Source: an optimization exercise on an open RTL-to-GDS flow (aim: small area, a short achievable clock period and few clock cycles). Production flows keep margins and buffers that such runs may drop. Only simulation tests tie the RTL to the original design; equivalence was not proved. Power and IR drop assume default switching activity.

### config.mk
export PLATFORM = sky130hd
export DESIGN_NAME = wr_gen_top
export DESIGN_NICKNAME = wr_gen_top
export VERILOG_FILES = /design/flow/design.v
export SDC_FILE = /design/flow/constraint.sdc
export NUM_CORES = 4
export LEC_CHECK = 0
export ABC_AREA = 1
export CAP_MARGIN = 20
export CORE_AREA = 5 5 185 185
export DIE_AREA = 0 0 190 190
export SETUP_SLACK_MARGIN = 3.65
export SLEW_MARGIN = 20
### standard.sh
#!/bin/bash
# synth_recipe.tcl (not shown) runs the flow's synth.tcl, then flattens the netlist and writes it again
# the make line also repeats each setting of config.mk as NAME=value (left out here)
make -C /OpenROAD-flow-scripts/flow DESIGN_CONFIG=/design/flow/config.mk WORK_HOME=/design/flow/orfs CLKGATE_MAP_FILE= SYNTH_SCRIPT=/design/flow/synth_recipe.tcl "${@:-finish}"
### design.v
package wr_gen_pkg;
  typedef logic [51:0] addr_t;
  typedef logic [31:0] pattern_t;
  typedef logic [8:0] count_t;
  typedef logic [37:0] incr_t;
  typedef logic [2:0] psize_t;
  typedef logic [511:0] line_t;
  typedef logic [63:0] mask_t;
  localparam int LINE_BYTES = 64;
  typedef enum logic [1:0] {
    SEQ_IDLE  = 2'd0,
    SEQ_RUN   = 2'd1,
    SEQ_DRAIN = 2'd2,
    SEQ_DONE  = 2'd3
  } seq_state_t;
endpackage
module wr_gen_top (
  input  logic                 clk,
  input  logic                 reset_n,
  input  logic                 i_start,
  input  wr_gen_pkg::count_t   i_nai,
  input  wr_gen_pkg::pattern_t i_base_p,
  input  wr_gen_pkg::addr_t    i_base_x,
  input  wr_gen_pkg::incr_t    i_rai,
  input  wr_gen_pkg::psize_t   i_pattern_size,
  input  wr_gen_pkg::mask_t    i_byte_mask,
  input  logic                 i_wr_ready,
  output logic                 o_busy,
  output logic                 o_wr_valid,
  output wr_gen_pkg::addr_t    o_wr_addr,
  output wr_gen_pkg::line_t    o_wr_data,
  output wr_gen_pkg::mask_t    o_wr_strb
);
  logic                 busy;
  logic                 valid;
  wr_gen_pkg::count_t   rem;       
  wr_gen_pkg::addr_t    addr;      
  wr_gen_pkg::incr_t    rai;       
  logic [31:0]          lanes_n;   
  wr_gen_pkg::mask_t    mask;      
  logic [31:0]          lanes;
  logic start_run;
  logic accept;
  logic size1, size2, size4;
  logic size1_q, size2_q, size4_q;   
  logic [31:0] base_lanes;
  logic [31:0] next_lanes;
  wr_gen_pkg::addr_t addr_next;
  wr_gen_pkg::count_t rem_next;
  assign start_run = i_start && !busy;
  assign accept    = valid && i_wr_ready;
  assign size1 = (i_pattern_size == 3'd1);
  assign size2 = (i_pattern_size == 3'd2);
  assign size4 = (i_pattern_size == 3'd4);
  always_comb
  begin
    base_lanes = '0;
    if (size1)
      base_lanes = {4{i_base_p[7:0]}};
    else if (size2)
      base_lanes = {2{i_base_p[15:0]}};
    else if (size4)
      base_lanes = i_base_p;
  end
  always_comb
  begin : step_lanes
    logic       step;
    logic [3:0] cin;      
    logic [7:0] ones;     
    step   = accept && (size1_q || size2_q || size4_q);
    cin[0] = 1'b1;
    cin[1] = size1_q || (&lanes[7:0]);
    cin[2] = !size4_q || (&lanes[15:0]);
    cin[3] = size1_q || (size2_q && (&lanes[7:0])) || (&lanes[23:0]);
    for (int b = 0; b < 4; b++)
    begin
      ones[0] = 1'b1;
      for (int i = 1; i < 8; i++)
        ones[i] = ones[i-1] && lanes[8*b+i-1];
      for (int i = 0; i < 8; i++)
        next_lanes[8*b+i] = lanes[8*b+i] ^ (step && cin[b] && ones[i]);
    end
  end
  localparam int RW = 38;   
  localparam int AW = 52;   
  localparam int LV = $clog2(RW);
  logic [RW-1:0] pg_g [LV+1];
  logic [RW-1:0] pg_p [LV+1];
  logic [RW-1:0] half_sum;
  logic [AW-RW-1:0] hi_all;    
  assign pg_g[0]  = addr[RW-1:0] & rai;
  assign pg_p[0]  = addr[RW-1:0] ^ rai;
  assign half_sum = pg_p[0];
  for (genvar l = 0; l < LV; l++)
  begin : g_level
    for (genvar i = 0; i < RW; i++)
    begin : g_bit
      if ((i >> l) % 2 == 1)
      begin : g_join
        localparam int J = ((i >> l) << l) - 1;
        assign pg_g[l+1][i] = pg_g[l][i] | (pg_p[l][i] & pg_g[l][J]);
        assign pg_p[l+1][i] = pg_p[l][i] & pg_p[l][J];
      end
      else
      begin : g_pass
        assign pg_g[l+1][i] = pg_g[l][i];
        assign pg_p[l+1][i] = pg_p[l][i];
      end
    end
  end
  always_comb
  begin
    hi_all[0] = 1'b1;
    for (int j = 1; j < AW - RW; j++)
      hi_all[j] = hi_all[j-1] & addr[RW+j-1];
  end
  assign addr_next[0] = half_sum[0];
  for (genvar i = 1; i < RW; i++)
  begin : g_sum
    assign addr_next[i] = half_sum[i] ^ pg_g[LV][i-1];
  end
  for (genvar j = 0; j < AW - RW; j++)
  begin : g_hi
    assign addr_next[RW+j] = addr[RW+j] ^ (pg_g[LV][RW-1] & hi_all[j]);
  end
  always_ff @(posedge clk)
  begin
    if (!reset_n)
    begin
      busy  <= 1'b0;
      valid <= 1'b0;
    end
    else if (start_run)
    begin
      busy  <= 1'b1;
      valid <= (i_nai != '0);
    end
    else if (!valid || (accept && (rem == 9'd1)))
    begin
      busy  <= 1'b0;
      valid <= 1'b0;
    end
  end
  always_ff @(posedge clk)
  begin
    if (!busy)
      addr  <= i_base_x;
    else if (accept)
      addr  <= addr_next;
  end
  always_comb
  begin : step_rem
    logic zeros;   
    zeros = 1'b1;
    for (int i = 0; i < 9; i++)   
    begin
      rem_next[i] = rem[i] ^ (accept && zeros);
      zeros = zeros && !rem[i];
    end
  end
  always_ff @(posedge clk)
  begin
    if (!busy)
      rem <= i_nai;
    else
      rem <= rem_next;
  end
  always_ff @(posedge clk)
  begin
    if (!busy)
      lanes_n <= ~base_lanes;
    else
      lanes_n <= ~next_lanes;
  end
  always_ff @(posedge clk)
  begin
    mask   <= i_byte_mask;
    rai    <= i_rai;
    size1_q <= size1;
    size2_q <= size2;
    size4_q <= size4;
  end
  assign o_busy     = busy;
  assign o_wr_valid = valid;
  assign o_wr_addr  = addr;
  assign o_wr_strb  = mask;
  assign lanes      = ~lanes_n;
  always_comb
  begin
    for (int i = 0; i < wr_gen_pkg::LINE_BYTES; i++)
      o_wr_data[i*8 +: 8] = ~({8{~mask[i]}} | lanes_n[8*(i%4) +: 8]);
  end
endmodule
### flow/run.sh
#!/bin/bash
# The standard layout, with the port buffers made from buf_1 cells and the
# pins allowed one routing track apart, so that they fit on a smaller die.
export BUFFER_PORTS_ARGS="-buffer_cell sky130_fd_sc_hd__buf_1"
export PLACE_PINS_ARGS="-min_distance 1 -min_distance_in_tracks"
bash standard.sh > standard.log 2>&1
### constraint.sdc
create_clock -name core_clock -period 6.0 [get_ports {clk}]
set_input_delay 1.2000 -clock core_clock [delete_from_list [all_inputs] [get_ports {clk}]]
set_output_delay 1.2000 -clock core_clock [all_outputs]
set_load 0.01 [all_outputs]
==> results of run 1 <==
kinds of logic after synthesis:
family                   Yosys count
multiplexers                       1
AND/OR/NAND/NOR                  999
XOR/XNOR                          20
flip-flops                       200
adder cells (fa/ha/maj)           49
AO/OA/AOI/OAI                    127
buffers and inverters            255
worst max path at each step:
stage / end / slack, ps / cells past startpoint
global placement: lanes_n[7] / 2880 / 8
CTS: addr[33] / 3510 / 13
detailed placement: lanes_n[7] / 2890 / 8
floorplan: addr[39] / 3580 / 16
routing by layer:
layer,GRT overflow,global-route usage (%)
met1,0,58.57
met2,7,71.65
met3,0,39.94
met4,5,43.46
met5,0,11.40
Yosys cell counts, types with 7 or more instances:
cell type    n  area (µm²)
xor2_1       8       70.07
nand3_1     67       335.3
clkbuf_1    56       210.2
inv_1      162       608.1
nor2_1     570        2140
nand4_1      7       43.79
ha_1        43       538.0
buf_1       22       82.58
edfxtp_1    52        1562
or2_2       14       87.58
dfxtp_1    148        2963
buf_2        8       40.04
o21ai_0     40       200.2
nand2_1    291        1092
xnor2_1     12       105.1
a31oi_1     20       125.1
nor3_1      14       70.07
a21oi_1     35       175.2
what timing repair did:
action,4_1_cts
gates resized for setup,581
pin swaps,70
hold buffers,0
endpoints found under the setup margin,598
gates cloned,4
setup buffers,54
power groups by stage:
stage          clock network [mW]  registers (mW)  logic [mW]
4_1_cts                      1.29            1.69        1.37
3_5_place_dp                    0            1.75        1.13
3_3_place_gp                    0            1.75        1.13
2_1_floorplan                   0            1.64       0.783
==> impl_metrics.yaml, run 1 <==
status:
  status: "aborted with a tool error"
  failing_step: "global routing"
  error: "[ERROR GRT-0232] Routing congestion too high. Check the congestion heatmap in the GUI."
synth:
  synthArstFlopShare_pct: 0
  ys_types: 45
  ys_ff_latch: 200
  synth-xor-area-share_pct: 1.573
  synth-compound-area-share_pct: 6.684
  synth_top_family_by_area: "simple AND/OR/NAND/NOR gates"
  syn_nets: 1902
  synth_adder_area_share_pct: 5.909
  avgSynthCellArea_um2: 6.746
  synth-simple-area-share_pct: 36.34
  synth_edf_count: 52
  seq_area_frac_synth_pct: 40.62
  synth.cell_area_um2: 11140
  synthFlopType: "dfxtp_1"
  syn-instance-count: 1651
  yosys_warnings: 3
  synth.area.mux_share_pct: 0.08987
timing:
  worstEndpointGrtRepair: "addr[33]$_DFFE_PP_/D"
  worst-ep-kind: "register input"
floorplan:
  boundaryPins: 832
  die_x_um: 190
  fp-row-count: 66
  start_util_pct: 34.50
  die_y_um: 190
place:
  gp_congestion: 1.112
  dp_slack_ps: 2895
  place_hpwl_um: 40000
  dp.cells: 2840
  portBuffers: 831
  placed_area_um2: 14510
clock_tree:
  cts_htree_levels: 4
  clock-sinks: 200
  cts_made_buffers: 17
  clock_path_buffers: 2
  cts-root-buf: "clkbuf_16"
global_route:
  grt_max_degree: 83
  grt_usage_pct: 54.89
  grt_overflow: 12
Testbench counts, summed over its fixed seeds: cycles 134,802.
==> inputs of run 2 (changes only) <==
--- a/config.mk
+++ b/config.mk
@@ -10,4 +10,4 @@
 export CORE_AREA = 5 5 185 185
 export DIE_AREA = 0 0 190 190
-export SETUP_SLACK_MARGIN = 3.65
+export SETUP_SLACK_MARGIN = 3.5
 export SLEW_MARGIN = 20
==> run 2 against run 1 <==
Against the previous run:
- synthesized cell count stayed put
- area after synthesis stayed put
- the run now finishes clean
==> impl_metrics.yaml, run 2 <==
place:
  place_hpwl_um: 43510
  gp_congestion: 1.124
  portBuffers: 831
cells_and_area:
  reg_top3: "mask (64), addr (52), rai (38)"
  area_delta_synth_final_pct: 42.88
  drive_gt1_share_pct: 13.32
  most-common-layout-cells: "buf_1 (711), nor2_1 (562), nand2_1 (280)"
  layout_commonest_cell: "buf_1"
  largest_register: "mask"
  largest_reg_flops: 64
  final_nets: 2685
synth:
  avgSynthCellArea_um2: 6.746
  yosys-top-cells-area: "dfxtp_1 (27%), nor2_1 (19%), edfxtp_1 (14%)"
  netlist.area_leader.share_pct: 26.60
  syn_nets: 1902
  ys_types: 45
  syn-instance-count: 1651
  seq_area_frac_synth_pct: 40.62
  synthArstFlopShare_pct: 0
  synthFlopType: "dfxtp_1"
  ys_ff_latch: 200
  yosys_warnings: 3
  yosysMostFrequentCell: "nor2_1"
  synth_edf_count: 52
  ys_top_cells_by_count: "nor2_1 (570), nand2_1 (291), inv_1 (162), dfxtp_1 (148), nand3_1 (67)"
  synth_top_area_cell: "dfxtp_1"
  synth.cell_area_um2: 11140
floorplan:
  fp.dieArea_um2: 36100
  die_x_um: 190
  boundaryPins: 832
  fp-row-count: 66
  die_y_um: 190
  start_util_pct: 34.50
  coreArea_um2: 32290
power_and_ir_drop:
  intPower_mw: 2.631
  seqPwrFrac_pct: 41.0
  cellPowerDensity_nw_per_um2: 267.5
  leakage_nw: 7.203
  switching_share_pct: 38.21
  pwr-share-clk_pct: 28.5
  pwr-share-comb_pct: 30.5
  ir_drop_uv: 206.0
  p_switching_mw: 1.627
timing:
  min_period_over_period_pct: 42.17
  fin_setup_tns_ps: 0
  maxSlewViolCount: 0
  min_period_ps: 2530
  finalHoldViolations: 0
  hold-worst-slack_ps: 479.4
  setup_viol: 0
  max_slew_margin_pct: 46.78
  rsz0062_at_grt: "yes"
  tightestPinTransition_ps: 798.3
  clock-skew-final_ps: 16.48
  max_freq_mhz: 395.2
clock_tree:
  clock_latency_ps: 450
  clk_pin_slew_ps: 70
  cts_made_buffers: 17
  cts_tree: "yes"
  clock_path_buffers: 2
  clock-sinks: 200
  cts_htree_levels: 4
  cts-root-buf: "clkbuf_16"
critical_path:
  crit_arrival_ps: 1330
  critPathMaxFanout: 11
  start_kind: "flop"
  worstSetupPathType: "reg2out"
  worst_ep_required_time_ps: 4800
  critPathSlowestCell: "dfxtp_4"
  crit_path_cell_trace: "buf_6 -> nor2_1 -> buf_1"
  critPathMaxStageDelay_ps: 410
  end_kind: "output pin"
drt:
  wire_per_inst_um: 19.78
  drt_first_iter_violations: 1115
  viasPerCell: 5.049
  vias: 14613
  met1_length_um: 20790
  top_layer: "met5"
  wl_met3_um: 7102
  first_pass_iters: 6
  route.detailed.drc: 0
  wl_um: 57240
  dr_wl_met2_um: 24550
  ant_nets: 0
global_route:
  grt_usage_pct: 29.26
  grt_overflow: 0
  grt_max_degree: 78
  antenna_found_initial: 11
  grt_pass1_wl_um: 82030
  grt_pass1_vias: 13817
job:
  maxCapViolCount: 0
status:
  status: "timing/DRC/antenna clean"
worst_hold_path:
  hp-class: "reg2reg"
run 2: area by class of cell:
cell class / count / area (µm²)
fillers: 3381 / 16370
multi-input cells: 1197 / 6006
flip-flops and latches: 200 / 4648
repair buffers: 850 / 3460
inverters: 168 / 634.4
well taps: 442 / 553.0
clock buffers: 18 / 439.2
clock inverters: 14 / 161.4
diodes: 5 / 12.51
run 2: kinds of logic after synthesis:
kind of cell / Yosys count / share of synthesized area [%]
buffers and inverters: 255 / 8.784
DFF: 200 / 40.62
muxes: 1 / 0.08987
adders and majority gates: 49 / 5.909
and+or+nand+nor: 999 / 36.34
xor gates and xnor gates: 20 / 1.573
AOI/OAI and AO/OA: 127 / 6.684
run 2: per-stage QoR:
| stage | worst slack (ps) | instance area, µm² | util [%] | power, mW | instances |
|---|---|---|---|---|---|
| global route | 3415 | 15910 | 49.29 | 4.478 | 2894 |
| global placement | 2805 | 14500 | 44.90 | 2.902 | 2840 |
| CTS | 3475 | 15310 | 47.42 | 4.159 | 2876 |
| floorplan | 3528 | 11150 | - | 2.420 | 1651 |
| finish | 3470 | 15910 | 49.29 | 4.257 | 2894 |
| detailed placement | 2798 | 14500 | 44.90 | 2.912 | 2840 |
run 2: critical path, delay by kind of cell (launching register included):
family        cells  cell delay (ps)
buf+inv           2              380
flops             1              410
simple gates      1              100
run 2: path summary, 6_finish.rpt:
check	from	endpoint	slack, ps	depth (start not counted)
worst min register to register	rem[7]	rem[7]	480	2
worst max-delay path	lanes_n[20]	o_wr_data[84]	3470	3
worst min-delay path	rem[7]	rem[7]	480	2
worst max register to register	addr[33]	addr[39]	3510	9
run 2: repair_timing:
item | 4_1_cts | 5_1_grt
cloned | 0 | 1
buffers inserted | 4 | 12
endpoints found under the hold margin | 0 | 0
hold buffers | 0 | 0
endpoints found under the setup margin | 566 | 232
resized for setup | 93 | 196
pin swaps | 2 | 8
run 2: power by group through the flow:
stage / Clock [mW] / Sequential [mW] / Combinational (mW)
floorplan: 0 / 1.64 / 0.782
global placement: 0 / 1.75 / 1.15
detailed placement: 0 / 1.76 / 1.15
CTS: 1.25 / 1.73 / 1.18
global route: 1.30 / 1.77 / 1.41
finish: 1.21 / 1.75 / 1.30
run 2: per-layer routing:
layer / track usage [%] / vias up
met2: 43.39 / 988
met5: 1.099 / -
met3: 13.63 / 360
li1: - / 6713
met1: 33.57 / 6540
met4: 19.53 / 12
==> inputs of run 3 (changes only) <==
--- a/config.mk
+++ b/config.mk
@@ -8,5 +8,5 @@
 export ABC_AREA = 1
 export CAP_MARGIN = 20
-export CORE_AREA = 5 5 185 185
+export CORE_AREA = 2 2 188 188
 export DIE_AREA = 0 0 190 190
 export SETUP_SLACK_MARGIN = 3.5
==> run 3 against run 2 <==
Against the previous run:
- clock-buffer cell count is 1 lower
- highest routed layer unchanged
- total power is 0.72% lower
- first-iteration DRC count is 15% higher
- synthesized cell count stayed put
- hold slack better by 0.58 ps
- still clean on timing, DRC and antenna
==> impl_metrics.yaml, run 3 <==
status:
  status: "timing/DRC/antenna clean"
clock_tree:
  clock_latency_ps: 460
  cts_tree: "yes"
  clock-sinks: 200
  ctsHoldBuffers: 0
  cts-root-buf: "clkbuf_16"
  clk_pin_slew_ps: 80
  clock_path_buffers: 2
  cts_htree_levels: 4
  cts_made_buffers: 17
power_and_ir_drop:
  leakage_nw: 7.033
  ir_drop_uv: 199.7
  cellPowerDensity_nw_per_um2: 269.4
  p_total_mw: 4.227
drt:
  wl_um: 50040
  ant_nets: 0
  first_pass_iters: 11
  wire_per_inst_um: 17.19
  vias: 14558
  route.detailed.drc: 0
  drt_first_iter_violations: 1284
  viasPerCell: 5.003
floorplan:
  coreArea_um2: 34290
  fp-row-count: 68
  die_y_um: 190
  fp.dieArea_um2: 36100
  die_x_um: 190
  boundaryPins: 832
  start_util_pct: 32.48
place:
  dp_slack_ps: 2742
  portBuffers: 831
  place_hpwl_um: 37580
  gp_congestion: 1.141
timing:
  min_period_ps: 2497
  setup_viol: 0
  max_freq_mhz: 400.5
  rsz0062_at_grt: "yes"
  fin_setup_tns_ps: 0
  layout_setup_ws_ps: 3503
  min_period_over_period_pct: 41.62
  tightestPinTransition_ps: 890.5
  maxSlewViolCount: 0
  clock-skew-final_ps: 10.55
  finalHoldViolations: 0
  max_slew_margin_pct: 40.63
synth:
  netlist.area_leader.share_pct: 26.60
  seq_area_frac_synth_pct: 40.62
  yosys_warnings: 3
  ys_top_cells_by_count: "nor2_1 (570), nand2_1 (291), inv_1 (162), dfxtp_1 (148), nand3_1 (67)"
  avgSynthCellArea_um2: 6.746
  ys_types: 45
  yosys-top-cells-area: "dfxtp_1 (27%), nor2_1 (19%), edfxtp_1 (14%)"
  synthFlopType: "dfxtp_1"
  syn_nets: 1902
  synth_top_area_cell: "dfxtp_1"
  ys_ff_latch: 200
  synth.cell_area_um2: 11140
  syn-instance-count: 1651
  synth_edf_count: 52
  yosysMostFrequentCell: "nor2_1"
  synthArstFlopShare_pct: 0
global_route:
  grt_overflow: 0
  grt_max_degree: 83
  grt_usage_pct: 25.55
  grt_pass1_wl_um: 71840
  grt_pass1_vias: 12944
  antenna_found_initial: 10
cells_and_area:
  most-common-layout-cells: "buf_1 (756), nor2_1 (567), nand2_1 (285)"
  multi_input_area_um2: 5793
  area_delta_synth_final_pct: 40.83
  largest_register: "mask"
  final_nets: 2687
  reg_top3: "mask (64), addr (52), rai (38)"
  drive_gt1_share_pct: 10.74
  n_fill_cell: 3562
  layout_commonest_cell: "buf_1"
  largest_reg_flops: 64
  seqCellArea_um2: 4648
job:
  maxCapViolCount: 0
worst_hold_path:
  hp-class: "reg2reg"
critical_path:
  critPathMaxStageDelay_ps: 430
  crit_arrival_ps: 1300
  critPathMaxFanout: 2
  path_delay_family: "buffers and inverters"
  end_kind: "output pin"
  crit_buf_inv: 3
  worst_ep_required_time_ps: 4800
  crit_path_cell_trace: "buf_4 -> buf_4 -> buf_1"
  worstSetupPathType: "reg2out"
  cpMostUsedCell: "buf_4"
  start_kind: "flop"
  critPathSlowestCell: "edfxtp_1"
-- run 3: cell counts after synthesis --
No cell type changed its count.
-- run 3: tightest hold or removal path: cells and delay by family, from the launching register on --
kind | cells | cell delay (ps)
flops | 1 | 310
compound gates | 1 | 60
simple gates | 1 | 60
-- run 3: cells by family (layout without fill, tap and decap cells) --
| group | after synthesis | count (layout) | share of synthesized area, % |
|---|---|---|---|
| AOI/OAI and AO/OA | 127 | 127 | 6.684 |
| adders and majority gates | 49 | 49 | 5.909 |
| xor gates and xnor gates | 20 | 20 | 1.573 |
| buffers and inverters | 255 | 1053 | 8.784 |
| DFF | 200 | 200 | 40.62 |
| and+or+nand+nor | 999 | 999 | 36.34 |
| other | 0 | 6 | 0 |
| muxes | 1 | 1 | 0.08987 |
-- run 3: layout make-up --
| class | count | area share (%) |
|---|---|---|
| Clock buffer | 17 | 2.712 |
| Clock inverter | 15 | 1.364 |
| Sequential cell | 200 | 29.63 |
| Inverter | 168 | 4.020 |
| Antenna cell | 6 | 0.09572 |
| Timing Repair Buffer | 853 | 21.62 |
| Tap cell | 455 | 3.629 |
| Multi-Input combinational cell | 1196 | 36.93 |
-- run 3: path summary, 6_finish.rpt --
kind                start           end  slack, ps  depth (start not counted)
setup / recovery  addr[0]  o_wr_addr[0]       3500                          3
hold / removal     rem[3]        rem[3]        480                          2
setup reg to reg  addr[0]      addr[33]       3520                         13
hold reg to reg    rem[3]        rem[3]        480                          2
-- run 3: what timing repair did --
| action | CTS | global route |
|---|---|---|
| buffers inserted | 5 | 14 |
| pin swaps | 4 | 8 |
| endpoints found under the setup margin | 532 | 248 |
| gates resized for setup | 80 | 120 |
-- run 3: power breakdown --
part           switching (mW)  internal (mW)
clock network           0.575          0.709
logic                   0.763          0.438
registers               0.219           1.52
total                    1.56           2.67
-- run 3: metal layers --
metal  wire, µm  global-route usage [%]  up-vias
li1           -                       -     6704
met1      18580                   29.59     6371
met2      22030                   41.18     1136
met3       5731                   8.965      339
met4       3614                   14.22        8
met5         81                       0        -
-- run 3: per-stage QoR --
stage / hold slack, ps / utilization (%) / cell area [µm²] / instances
final: 480.0 / 45.75 / 15690 / 2910
after global routing: 510.2 / 45.72 / 15680 / 2906
after CTS: 481.7 / 44.81 / 15370 / 2890
after detailed placement: 468.2 / 42.33 / 14510 / 2853
after global placement: 461.3 / 42.33 / 14510 / 2853
after floorplan: 446.2 / - / 11150 / 1651
==> inputs of run 4 (changes only) <==
--- a/config.mk
+++ b/config.mk
@@ -8,6 +8,6 @@
 export ABC_AREA = 1
 export CAP_MARGIN = 20
-export CORE_AREA = 2 2 188 188
-export DIE_AREA = 0 0 190 190
+export CORE_AREA = 5 5 175 175
+export DIE_AREA = 0 0 180 180
 export SETUP_SLACK_MARGIN = 3.5
 export SLEW_MARGIN = 20
==> run 4 against run 3 <==
Against the previous run:
- the flow now stops in global routing
- synthesized cell count stayed put
- area after synthesis stayed put
==> impl_metrics.yaml, run 4 <==
status:
  status: "aborted with a tool error"
  failing_step: "global routing"
  error: "[ERROR GRT-0116] Global routing finished with congestion. Check the congestion regions in the DRC Viewer."
floorplan:
  die_y_um: 180
  boundaryPins: 832
  die_x_um: 180
  fp-row-count: 62
  start_util_pct: 38.91
synth:
  synth_top_area_cell: "dfxtp_1"
  ys_ff_latch: 200
  ys_types: 45
  seq_area_frac_synth_pct: 40.62
  avgSynthCellArea_um2: 6.746
  syn_nets: 1902
  syn-instance-count: 1651
  yosys_warnings: 3
  synth.cell_area_um2: 11140
  synthArstFlopShare_pct: 0
  yosysMostFrequentCell: "nor2_1"
  yosys-top-cells-area: "dfxtp_1 (27%), nor2_1 (19%), edfxtp_1 (14%)"
  netlist.area_leader.share_pct: 26.60
  synth_edf_count: 52
  synthFlopType: "dfxtp_1"
  ys_top_cells_by_count: "nor2_1 (570), nand2_1 (291), inv_1 (162), dfxtp_1 (148), nand3_1 (67)"
global_route:
  grt_pass1_wl_um: 86190
  grt_pass1_vias: 14854
  grt_usage_pct: 34.41
  grt_max_degree: 75
  grt_overflow: 11
clock_tree:
  clock-sinks: 200
  cts_made_buffers: 17
  clock_path_buffers: 2
  cts_htree_levels: 4
  cts-root-buf: "clkbuf_16"
  ctsHoldBuffers: 0
place:
  gp_congestion: 1.168
  placed_area_um2: 14430
  portBuffers: 831
  place_hpwl_um: 44020
  dp.cells: 2783
## run 4: cell counts after synthesis
No cell type changed its count.
## run 4: power groups by stage
stage                     combinational [mW]  sequential, mW  clock (mW)
after global placement                  1.15            1.75           0
after CTS                               1.19            1.73        1.28
after detailed placement                1.15            1.76           0
after floorplan                        0.782            1.64           0
## run 4: kinds of logic after synthesis
logic type               count (synthesis)  share of synthesized area, %
multiplexers                             1                       0.08987
adder cells (fa/ha/maj)                 49                         5.909
XOR/XNOR                                20                         1.573
buffers and inverters                  255                         8.784
AO/OA/AOI/OAI                          127                         6.684
flip-flops                             200                         40.62
AND/OR/NAND/NOR                        999                         36.34
## run 4: worst max-delay path by stage
| stage | slack, ps | cells past startpoint | endpoint |
|---|---|---|---|
| after CTS | 3460 | 2 | o_wr_data[99] |
| after detailed placement | 2930 | 10 | lanes_n[7] |
| after global placement | 3020 | 10 | lanes_n[7] |
| after floorplan | 3530 | 16 | addr[39] |
## run 4: repair_timing
| action | CTS |
|---|---|
| pin swaps | 4 |
| endpoints found under the setup margin | 566 |
| gates resized for setup | 98 |
| cloned | 0 |
| buffers inserted | 8 |
## run 4: layer usage
metal	GRT usage [%]	overflow
met3	18.05	1
met4	25.24	0
met2	51.46	10
met1	36.80	0
met5	3.407	0
## run 4: per-stage QoR
stage                     setup WS, ps  util [%]  power, mW
after floorplan                   3528         -      2.420
after global placement            3019     50.42      2.902
after detailed placement          2930     50.42      2.901
after CTS                         3463     53.59      4.197
==> inputs of run 5 (changes only) <==
--- a/config.mk
+++ b/config.mk
@@ -8,6 +8,6 @@
 export ABC_AREA = 1
 export CAP_MARGIN = 20
-export CORE_AREA = 5 5 175 175
-export DIE_AREA = 0 0 180 180
-export SETUP_SLACK_MARGIN = 3.5
+export CORE_AREA = 5 5 185 185
+export DIE_AREA = 0 0 190 190
+export SETUP_SLACK_MARGIN = 3.55
 export SLEW_MARGIN = 20
==> run 5 against run 4 <==
Against the previous run:
- the run now finishes clean
- synthesized cell count unchanged
- area after synthesis unchanged
==> impl_metrics.yaml, run 5 <==
critical_path:
  reg2reg_depth: 10
  crit_buf_inv: 1
  critPathSlowestCell: "dfxtp_4"
  critPathMaxFanout: 22
  crit_arrival_ps: 1260
  worst_ep_required_time_ps: 4800
  path_delay_family: "flip-flops"
  crit_cells: 2
  end_kind: "output pin"
  crit_path_cell_trace: "nor2_1 -> clkbuf_4"
  start_kind: "flop"
  critPathMaxStageDelay_ps: 510
  worstSetupPathType: "reg2out"
drt:
  wire_per_inst_um: 18.75
  drt_first_iter_violations: 1093
  viasPerCell: 5.052
  first_pass_iters: 8
  ant_nets: 0
  route.detailed.drc: 0
  vias: 14677
  wl_um: 54480
power_and_ir_drop:
  p_switching_mw: 1.599
  ir_drop_uv: 197.4
  seqPwrFrac_pct: 41.0
  pwr-share-comb_pct: 30.2
  pwr-share-clk_pct: 28.8
  switching_share_pct: 37.39
  intPower_mw: 2.678
  cellPowerDensity_nw_per_um2: 265.4
  p_total_mw: 4.277
  leakage_nw: 7.471
synth:
  ys_ff_latch: 200
  synth_top_family_by_area: "simple AND/OR/NAND/NOR gates"
  synthFlopType: "dfxtp_1"
  synth.area.mux_share_pct: 0.08987
  syn_nets: 1902
  synth_top_area_cell: "dfxtp_1"
  seq_area_frac_synth_pct: 40.62
  synth-simple-area-share_pct: 36.34
  ys_types: 45
  synth_edf_count: 52
  netlist.area_leader.share_pct: 26.60
  synth-xor-area-share_pct: 1.573
  syn-instance-count: 1651
  avgSynthCellArea_um2: 6.746
  yosys_warnings: 3
  synth_adder_area_share_pct: 5.909
  synthArstFlopShare_pct: 0
  synth-compound-area-share_pct: 6.684
  synth.cell_area_um2: 11140
  yosys-top-cells-area: "dfxtp_1 (27%), nor2_1 (19%), edfxtp_1 (14%)"
  ys_top_cells_by_count: "nor2_1 (570), nand2_1 (291), inv_1 (162), dfxtp_1 (148), nand3_1 (67)"
  yosysMostFrequentCell: "nor2_1"
cells_and_area:
  largest_register: "mask"
  area_delta_synth_final_pct: 44.71
  multi_input_area_um2: 6056
  reg_top3: "mask (64), addr (52), rai (38)"
  layout_commonest_cell: "buf_1"
  final_nets: 2689
  seqCellArea_um2: 4654
  largest_reg_flops: 64
  most-common-layout-cells: "buf_1 (627), nor2_1 (559), nand2_1 (284)"
  drive_gt1_share_pct: 18.32
  n_fill_cell: 3331
  final_cells: 2905
  final_util_pct: 49.92
clock_tree:
  clock-sinks: 200
  clk_pin_slew_ps: 70
  cts-root-buf: "clkbuf_16"
  cts_htree_levels: 4
  cts_tree: "yes"
  clock_latency_ps: 450
  ctsHoldBuffers: 0
  clock_path_buffers: 2
  cts_made_buffers: 17
timing:
  setup_viol: 0
  rsz0062_at_grt: "yes"
  max_slew_margin_pct: 40.02
  finalHoldViolations: 0
  max_freq_mhz: 406.9
  tightestPinTransition_ps: 899.7
  min_period_ps: 2458
  maxSlewViolCount: 0
  min_period_over_period_pct: 40.96
  fin_setup_tns_ps: 0
  clock-skew-final_ps: 13.77
floorplan:
  die_y_um: 190
  fp-row-count: 66
  die_x_um: 190
  boundaryPins: 832
  start_util_pct: 34.50
  coreArea_um2: 32290
  fp.dieArea_um2: 36100
job:
  maxCapViolCount: 0
place:
  place_hpwl_um: 40360
  portBuffers: 831
  dp.cells: 2840
  gp_congestion: 1.106
global_route:
  antenna_found_initial: 19
  grtUsageMet3_pct: 10.73
  grt_pass1_vias: 13693
  use_met1_pct: 32.70
  grt_pass1_wl_um: 78190
  grt_overflow: 0
  grt_use_met2_pct: 41.52
  grt_max_degree: 83
  grt.busiest_layer: "met2"
  grt_usage_pct: 27.64
status:
  status: "timing/DRC/antenna clean"
worst_hold_path:
  hp-class: "reg2reg"
  holdPathStages: 2
run 5: final cells by class:
type / instances / share of cell area, %
Multi-Input combinational cell: 1197 / 37.57
Sequential cell: 200 / 28.88
Timing Repair Buffer: 854 / 22.21
Inverter: 168 / 3.928
Tap cell: 442 / 3.431
Clock buffer: 17 / 2.639
Clock inverter: 15 / 1.157
Antenna cell: 12 / 0.1863
run 5: worst paths after layout:
check	start	to	slack (ps)
max	lanes_n[12]	o_wr_data[428]	3540
max reg2reg	addr[23]	addr[33]	3580
min	rem[3]	rem[3]	470
min reg2reg	rem[3]	rem[3]	470
run 5: cell families after synthesis:
logic type | count (synthesis)
compound gates | 127
flops | 200
buf+inv | 255
xor+xnor | 20
mux | 1
fa+ha+maj | 49
simple gates | 999
run 5: worst reg2reg max path, delay by kind of cell, from the launching register on:
family / cells / cell delay, ps
AND/OR/NAND/NOR: 3 / 340
flip-flops: 1 / 400
AO/OA/AOI/OAI: 3 / 500
buffers and inverters: 1 / 60
adder cells (fa/ha/maj): 2 / 710
XOR/XNOR: 1 / 130
run 5: per-stage QoR:
stage / hold WS (ps) / worst slack [ps] / instance area, µm²
final: 473.3 / 3542 / 16120
after global placement: 461.6 / 2799 / 14500
after global routing: 505.3 / 3474 / 16120
after floorplan: 446.2 / 3562 / 11150
after CTS: 478.2 / 3515 / 15420
after detailed placement: 467.8 / 2770 / 14500
run 5: layer usage:
layer  vias to the layer above  wire (µm)
li1                       6728          -
met1                      6543      19950
met2                      1034      23970
met3                       358       6369
met4                        14       4100
met5                         -         85
run 5: power by group through the flow:
stage | Clock, mW | Combinational, mW | Sequential, mW
2_1_floorplan | 0 | 0.782 | 1.64
3_3_place_gp | 0 | 1.12 | 1.76
3_5_place_dp | 0 | 1.13 | 1.76
4_1_cts | 1.27 | 1.17 | 1.73
5_1_grt | 1.32 | 1.41 | 1.77
6_report | 1.23 | 1.29 | 1.75
run 5: repair_timing:
action                                  CTS  global route
buffers inserted                         10            10
gates cloned                              0             1
gates resized for setup                 123           282
pin swaps                                 2             4
endpoints found under the setup margin  537           471
==> inputs of run 6 (changes only) <==
--- a/config.mk
+++ b/config.mk
@@ -8,5 +8,5 @@
 export ABC_AREA = 1
 export CAP_MARGIN = 20
-export CORE_AREA = 5 5 185 185
+export CORE_AREA = 2.5 2.5 187.5 187.5
 export DIE_AREA = 0 0 190 190
 export SETUP_SLACK_MARGIN = 3.55
==> run 6 against run 5 <==
Against the previous run:
- still clean on timing, DRC and antenna
- clock skew barely moved
- total power fell by 2.8%
- hold slack better by 6.5 ps
- final area is 1.9% lower
- sequential share of layout area rose by 0.56 points
- setup slack better by 20 ps
- first-iteration DRC count up 9.4%
- clock power fell by 4%
- largest cell class unchanged
==> impl_metrics.yaml, run 6 <==
cells_and_area:
  final_nets: 2686
  reg_top3: "mask (64), addr (52), rai (38)"
  largest_reg_flops: 64
  most-common-layout-cells: "buf_1 (696), nor2_1 (566), nand2_1 (285)"
  n_fill_cell: 3522
  largest_register: "mask"
  area_delta_synth_final_pct: 41.93
  layout_commonest_cell: "buf_1"
  drive_gt1_share_pct: 14.79
synth:
  netlist.area_leader.share_pct: 26.60
  ys_ff_latch: 200
  synthArstFlopShare_pct: 0
  syn_nets: 1902
  yosys_warnings: 3
  synthFlopType: "dfxtp_1"
  yosysMostFrequentCell: "nor2_1"
  synth.cell_area_um2: 11140
  ys_types: 45
  seq_area_frac_synth_pct: 40.62
  ys_top_cells_by_count: "nor2_1 (570), nand2_1 (291), inv_1 (162), dfxtp_1 (148), nand3_1 (67)"
  synth_top_area_cell: "dfxtp_1"
  syn-instance-count: 1651
  synth_edf_count: 52
  yosys-top-cells-area: "dfxtp_1 (27%), nor2_1 (19%), edfxtp_1 (14%)"
  avgSynthCellArea_um2: 6.746
critical_path:
  start_kind: "flop"
  crit_arrival_ps: 1240
  critPathMaxStageDelay_ps: 340
  crit_path_cell_trace: "inv_1 -> nor2_1 -> buf_1"
  critPathMaxFanout: 8
  end_kind: "output pin"
  worstSetupPathType: "reg2out"
  critPathSlowestCell: "dfxtp_1"
  reg2reg_slack_ps: 3590
  worst_ep_required_time_ps: 4800
global_route:
  grt_pass1_vias: 13384
  grt_max_degree: 83
  grt_overflow: 0
  grt_usage_pct: 25.87
  antenna_found_initial: 5
  grt_pass1_wl_um: 73510
clock_tree:
  clk_pin_slew_ps: 70
  cts_tree: "yes"
  cts-root-buf: "clkbuf_16"
  clock_latency_ps: 450
  clock_path_buffers: 2
  ctsHoldBuffers: 0
  cts_made_buffers: 17
  cts_htree_levels: 4
  clock-sinks: 200
job:
  maxCapViolCount: 0
drt:
  viasPerCell: 5.002
  wl_um: 50060
  ant_nets: 0
  drt_first_iter_violations: 1196
  vias: 14496
  wire_per_inst_um: 17.27
  first_pass_iters: 9
  route.detailed.drc: 0
place:
  portBuffers: 831
  gp_congestion: 1.079
  place_hpwl_um: 37840
power_and_ir_drop:
  p_total_mw: 4.159
  ir_drop_uv: 196.7
  leakage_nw: 7.193
  cellPowerDensity_nw_per_um2: 263.1
timing:
  max_freq_mhz: 410.2
  tightestPinTransition_ps: 824.2
  rsz0062_at_grt: "yes"
  min_period_over_period_pct: 40.63
  max_slew_margin_pct: 45.05
  maxSlewViolCount: 0
  min_period_ps: 2438
  setup_viol: 0
  clock-skew-final_ps: 13.55
  finalHoldViolations: 0
  fin_setup_tns_ps: 0
floorplan:
  fp-row-count: 67
  coreArea_um2: 33620
  start_util_pct: 33.13
  die_y_um: 190
  fp.dieArea_um2: 36100
  die_x_um: 190
  boundaryPins: 832
worst_hold_path:
  hp-class: "reg2reg"
status:
  status: "timing/DRC/antenna clean"
run 6: cell counts after synthesis:
Identical to the previous run, type by type.
run 6: report_power, final:
| group | internal, mW | total (mW) | switching, mW |
|---|---|---|---|
| clock | 0.654 | 1.18 | 0.524 |
| sequential | 1.52 | 1.75 | 0.222 |
| combinational | 0.458 | 1.24 | 0.777 |
| total | 2.64 | 4.16 | 1.52 |
run 6: layout make-up:
type | instances | area [µm²] | share of cell area (%)
antenna | 2 | 5.005 | 0.03166
clock buffer | 19 | 432.9 | 2.738
clock inverter | 13 | 155.1 | 0.9814
inverter | 168 | 630.6 | 3.989
multi-input combinational | 1197 | 5911 | 37.39
sequential | 200 | 4654 | 29.44
tap | 448 | 560.5 | 3.546
timing repair buffer | 851 | 3460 | 21.88
run 6: layer usage:
| metal | GRT usage, % | vias up | wire length, µm |
|---|---|---|---|
| met5 | 0 | - | 130 |
| met4 | 16.57 | 8 | 3594 |
| met3 | 8.153 | 340 | 5406 |
| met2 | 40.42 | 1075 | 22050 |
| met1 | 30.81 | 6381 | 18880 |
| li1 | - | 6692 | - |
run 6: what timing repair did:
item,CTS,global route
pin swaps,6,3
buffers inserted,11,6
cloned,1,0
setup endpoints to repair,541,429
resized for setup,102,212
run 6: cell families after synthesis:
| group | share of synthesized area [%] |
|---|---|
| mux | 0.08987 |
| simple gates | 36.34 |
| fa+ha+maj | 5.909 |
| compound gates | 6.684 |
| flops | 40.62 |
| buf+inv | 8.784 |
| xor+xnor | 1.573 |
run 6: final timing paths:
check | from | end | cells past startpoint
setup / recovery | mask[61] | o_wr_data[488] | 3
setup reg to reg | addr[18] | addr[33] | 12
hold reg to reg | rem[7] | rem[7] | 2
hold / removal | rem[7] | rem[7] | 2
run 6: per-stage QoR:
step           hold WS [ps]  util (%)  area, µm²  setup slack [ps]  std cells
6_report              479.8     47.03      15810              3562       2898
5_1_grt               505.4     47.01      15800              3470       2896
4_1_cts               477.3     45.82      15400              3500       2890
3_5_place_dp          466.4     43.15      14510              2777       2846
3_3_place_gp          463.6     43.15      14510              2807       2846
2_1_floorplan         446.2         -      11150              3562       1651
run 6: worst max-delay path: cells and delay by family (launching register included):
kind	cells	cell delay [ps]
DFF	1	340
buffers and inverters	2	330
and+or+nand+nor	1	120

==> separate check: timing with driven ports <==
The results above use ideal ports. As a check the final layouts listed here were re-extracted and re-timed, cells and wires unchanged.
Step 1 sets driving cells, clkbuf_16 on the clock port and buf_2 on the other inputs (assumed; they add their load-dependent delay and slew).
Step 2 also shifts input and output timing later by t, the mid clock arrival at the registers, as if the neighbouring blocks saw the same clock.
Three values: ideal, step 1, step 2; two values: the first two.
| run | t (ns) | setup slack, ns | hold WS [ns] | worst setup path at the end | pins driven straight from the clock port |
|---|---|---|---|---|---|
| run 2 | 0.495 | 3.470 / 3.413 / 3.144 | 0.479 / 0.479 / 0.479 | input to register | 1 |
| run 3 | 0.500 | 3.503 / 3.451 / 3.216 | 0.480 / 0.480 / 0.480 | input to register | 1 |
| run 5 | 0.491 | 3.542 / 3.490 / 3.200 | 0.473 / 0.473 / 0.473 | input to register | 1 |
| run 6 | 0.495 | 3.562 / 3.510 / 3.197 | 0.480 / 0.480 / 0.480 | input to register | 1 |
After both steps setup and hold are still met in every run listed. The setup slack of run 6, which loses most, moves by -0.052 ns with the drivers and by -0.365 ns with both steps.
